Background: an optimization exercise with open tools, aiming at a short achievable clock period and few clock cycles per item. Do not read the settings as production practice.
Only simulation tests tie the RTL to the original design; equivalence was not proved.
The clock port is modelled as an ideal driver, which makes a skipped or thinned clock tree look cheaper than it is; a real chip needs a root buffer or a tree.
Power figures rest on the tool's default switching activity, not on a simulated workload.

// mips_pipe_top
module mips_pipe_top (
	input logic clk,
	input logic arst_n,
	input logic instr_req,
	input logic [31:0] instr,
	output logic instr_ack,
	output logic br_valid,
	output logic br_taken,
	output logic wb_valid,
	output logic [4:0] wb_reg,
	output logic [31:0] wb_data
);
For scale: ~3900 cells after synthesis, roughly 1400 flip-flops, about 76 I/O pins, ~0.054 mm² of cells after synthesis.
==> flow/config.mk <==
export PLATFORM = sky130hd
export DESIGN_NAME = mips_pipe_top
export DESIGN_NICKNAME = mips_pipe_top
export VERILOG_FILES = /design/flow/design.v
export SDC_FILE = /design/flow/constraint.sdc
export NUM_CORES = 4
export LEC_CHECK = 0
export ABC_CLOCK_PERIOD_IN_PS = 1000
export CAP_MARGIN = 20
export CORE_MARGIN = 2
export CORE_UTILIZATION = 50
export SLEW_MARGIN = 20
==> flow/constraint.sdc <==
create_clock -name core_clock -period 8.0 [get_ports {clk}]
set_input_delay 1.6000 -clock core_clock [delete_from_list [all_inputs] [get_ports {clk}]]
set_output_delay 1.6000 -clock core_clock [all_outputs]
set_load 0.01 [all_outputs]
standard.sh (not shown) runs the stock make flow with config.mk's settings and CLKGATE_MAP_FILE= SYNTH_SCRIPT=/design/flow/synth_recipe.tcl, a recipe that flattens the netlist after the stock synthesis.
==> flow/flow/run.sh <==
#!/bin/bash
set -euo pipefail
margin=6.5
hook="$PWD/flow/manual_cts.tcl"
# standard.sh passes the flow settings on make's command line; add ours last
sed -E "s|\"\\\$\{@:-finish\}\"|SETUP_SLACK_MARGIN=${margin} PRE_CTS_TCL=${hook} ADDER_MAP_FILE= \"\${@:-finish}\"|" standard.sh > tight.sh
grep -q "SETUP_SLACK_MARGIN=${margin} PRE_CTS_TCL=${hook} ADDER_MAP_FILE= " tight.sh
bash tight.sh > make_finish.log 2>&1
==> flow/flow/manual_cts.tcl <==
# Clock tree built by hand in place of TritonCTS, sourced by ORFS's cts.tcl
# as PRE_CTS_TCL. Two levels: the clock port drives 4 root clkbuf_16, each
# feeding the leaf clkbuf_16 of one quarter of the die; each leaf drives a
# cluster of about 24 neighbouring flip-flops. TritonCTS builds three levels
# for this design's ~1300 flip-flops; two levels cut the insertion delay.
# All flip-flops sit at the same depth; the rest of cts.tcl (legalization,
# setup and hold repair) runs unchanged.
proc build_manual_tree {nper nroot} {
  set block [ord::get_db_block]
  set db [ord::get_db]
  set lib [lindex [$db getLibs] 0]
  set bufm [$db findMaster sky130_fd_sc_hd__clkbuf_16]
  set clk [$block findNet clk]
  set sinks {}
  foreach it [$clk getITerms] {
    set inst [$it getInst]
    set m [$inst getMaster]
    if {[$m isBlock]} continue
    set loc [$inst getLocation]
    lappend sinks [list [lindex $loc 0] [lindex $loc 1] $it]
  }
  set n [llength $sinks]
  set ncl [expr {int(ceil(double($n) / $nper))}]
  # strips by x, then chunks by y
  set ncol [expr {int(round(sqrt($ncl)))}]
  if {$ncol < 1} {set ncol 1}
  set sx [lsort -integer -index 0 $sinks]
  set percol [expr {int(ceil(double($n) / $ncol))}]
  set clusters {}
  for {set c 0} {$c < $ncol} {incr c} {
    set col [lrange $sx [expr {$c*$percol}] [expr {($c+1)*$percol-1}]]
    if {[llength $col] == 0} continue
    set col [lsort -integer -index 1 $col]
    set nr [expr {int(ceil(double([llength $col]) / $nper))}]
    set perrow [expr {int(ceil(double([llength $col]) / $nr))}]
    for {set r 0} {$r < $nr} {incr r} {
      set cl [lrange $col [expr {$r*$perrow}] [expr {($r+1)*$perrow-1}]]
      if {[llength $cl]} {lappend clusters $cl}
    }
  }
  # leaf buffers
  set leaves {}
  set i 0
  foreach cl $clusters {
    set x 0; set y 0
    foreach s $cl { incr x [lindex $s 0]; incr y [lindex $s 1] }
    set x [expr {$x / [llength $cl]}]; set y [expr {$y / [llength $cl]}]
    set b [odb::dbInst_create $block $bufm "mclk_leaf_$i"]
    $b setLocation $x $y
    $b setPlacementStatus PLACED
    set net [odb::dbNet_create $block "mclk_leafnet_$i"]
    $net setSigType CLOCK
    [$b findITerm X] connect $net
    foreach s $cl { set it [lindex $s 2]; $it disconnect; $it connect $net }
    lappend leaves [list $x $y $b]
    incr i
  }
  # roots: split leaves into nroot groups by angle around the centre
  set cx 0; set cy 0
  foreach l $leaves { incr cx [lindex $l 0]; incr cy [lindex $l 1] }
  set cx [expr {$cx / [llength $leaves]}]; set cy [expr {$cy / [llength $leaves]}]
  set groups {}
  for {set g 0} {$g < $nroot} {incr g} { lappend groups {} }
  set lv {}
  foreach l $leaves { lappend lv [list [expr {atan2([lindex $l 1]-$cy, [lindex $l 0]-$cx)}] $l] }
  set lv [lsort -real -index 0 $lv]
  set per [expr {int(ceil(double([llength $lv]) / $nroot))}]
  for {set g 0} {$g < $nroot} {incr g} {
    set grp [lrange $lv [expr {$g*$per}] [expr {($g+1)*$per-1}]]
    if {![llength $grp]} continue
    set x 0; set y 0
    foreach e $grp { set l [lindex $e 1]; incr x [lindex $l 0]; incr y [lindex $l 1] }
    set x [expr {$x / [llength $grp]}]; set y [expr {$y / [llength $grp]}]
    if {$nroot == 1} { set x $cx; set y $cy }
    set b [odb::dbInst_create $block $bufm "mclk_root_$g"]
    $b setLocation $x $y
    $b setPlacementStatus PLACED
    set net [odb::dbNet_create $block "mclk_rootnet_$g"]
    $net setSigType CLOCK
    [$b findITerm X] connect $net
    [$b findITerm A] connect $clk
    foreach e $grp { [[lindex [lindex $e 1] 2] findITerm A] connect $net }
  }
  # power pins
  puts "manual tree: $n sinks, [llength $clusters] leaves, $nroot roots"
}

rename clock_tree_synthesis tritoncts_not_used
proc clock_tree_synthesis {args} {
  build_manual_tree 24 4
  set_propagated_clock [all_clocks]
}
Testbench counts at the start, summed over its fixed seeds: cycles 9,616, items 4,800.
==> next run, changes <==
--- a/flow/flow/run.sh
+++ b/flow/flow/run.sh
@@ -1,5 +1,5 @@
 #!/bin/bash
 set -euo pipefail
-margin=6.5
+margin=5.7
 hook="$PWD/flow/manual_cts.tcl"
 # standard.sh passes the flow settings on make's command line; add ours last
--- a/flow/flow/manual_cts.tcl
+++ b/flow/flow/manual_cts.tcl
@@ -5,5 +5,8 @@
 # for this design's ~1300 flip-flops; two levels cut the insertion delay.
 # All flip-flops sit at the same depth; the rest of cts.tcl (legalization,
-# setup and hold repair) runs unchanged.
+# setup and hold repair) runs unchanged. Before the tree is built, each
+# output port's buffer is moved next to its pin and the flip-flop that drives
+# only that buffer next to the buffer, so the register-to-port wire is short
+# (the placer left some of them 100 um apart).
 proc build_manual_tree {nper nroot} {
   set block [ord::get_db_block]
@@ -86,6 +89,43 @@
 }
 
+# Move each output port's buffer next to its pin and the flip-flop that
+# drives only that buffer next to the buffer; detailed placement legalizes.
+proc pull_outputs_to_pins {} {
+  set block [ord::get_db_block]
+  set core [$block getCoreArea]
+  set cx0 [$core xMin]; set cy0 [$core yMin]; set cx1 [$core xMax]; set cy1 [$core yMax]
+  set n 0
+  foreach bt [$block getBTerms] {
+    if {[$bt getIoType] ne "OUTPUT"} continue
+    set net [$bt getNet]
+    if {$net eq "NULL" || $net eq ""} continue
+    set buf ""
+    foreach it [$net getITerms] { if {[$it isOutputSignal]} { set buf [$it getInst] } }
+    if {$buf eq ""} continue
+    set inet [[$buf findITerm A] getNet]
+    set drv ""
+    foreach it [$inet getITerms] { if {[$it isOutputSignal]} { set drv [$it getInst] } }
+    if {$drv eq "" || [llength [$inet getITerms]] != 2} continue
+    if {![[$drv getMaster] isSequential]} continue
+    set bb [$bt getBBox]
+    set px [expr {([$bb xMin] + [$bb xMax]) / 2}]
+    set py [expr {([$bb yMin] + [$bb yMax]) / 2}]
+    set px [expr {min(max($px, $cx0), $cx1 - 10000)}]
+    set py [expr {min(max($py, $cy0), $cy1 - 3000)}]
+    # flop one buffer-width further in from the edge
+    set dx 0; set dy 0
+    if {$px <= $cx0} { set dx 6000 } elseif {$px >= $cx1 - 10000} { set dx -12000 }
+    if {$py <= $cy0} { set dy 2720 } elseif {$py >= $cy1 - 3000} { set dy -2720 }
+    if {$dx == 0 && $dy == 0} { set dx 6000 }
+    $buf setLocation $px $py
+    $drv setLocation [expr {$px + $dx}] [expr {$py + $dy}]
+    incr n
+  }
+  puts "pulled $n output flip-flops and buffers to their pins"
+}
+
 rename clock_tree_synthesis tritoncts_not_used
 proc clock_tree_synthesis {args} {
+  pull_outputs_to_pins
   build_manual_tree 24 4
   set_propagated_clock [all_clocks]
After rerunning: Worst setup slack gains 41 ps. Hold slack gets worse by 4.8 ps. Routed wire length goes down by a few percent. Cell area goes down by a few percent. Total power is about the same. Sequential share of layout area is higher by 1.2 points. Synthesized cell count does not change. Combinational power barely changes. Fmax goes up slightly. Clock skew went down by 5.0 ps. Clock power is about the same.
In every run of this note, the design's own scripts or RTL, not TritonCTS, make the clock network.

re-timing with driven ports:
No port has a modelled driver above. Below, the same layouts with a new extraction and two added sets of constraints. Step 1 assumes that a clkbuf_16 drives the clock port and a buf_2 every other input. Step 2, shift: input delay + t, output delay - t, t = (earliest + latest rising clock arrival at the registers) / 2. This alone moves slack from input paths to output paths. a / b / c = ideal / step 1 / step 2; a / b = the first two.
run	shift t [ns]	setup slack, ns	worst register clock-pin slew, ns	worst data-port slew with drivers (ns)	pins driven straight from the clock port
the first run	0.688	5.374 / 5.233 / 4.900	0.10 / 0.10	0.08	4
the second run	0.681	5.414 / 5.236 / 4.892	0.10 / 0.10	0.06	4
After both steps every run listed still meets setup and hold. The setup slack of the second run, which loses most, moves by -0.178 ns with the drivers and by -0.522 ns with both steps.
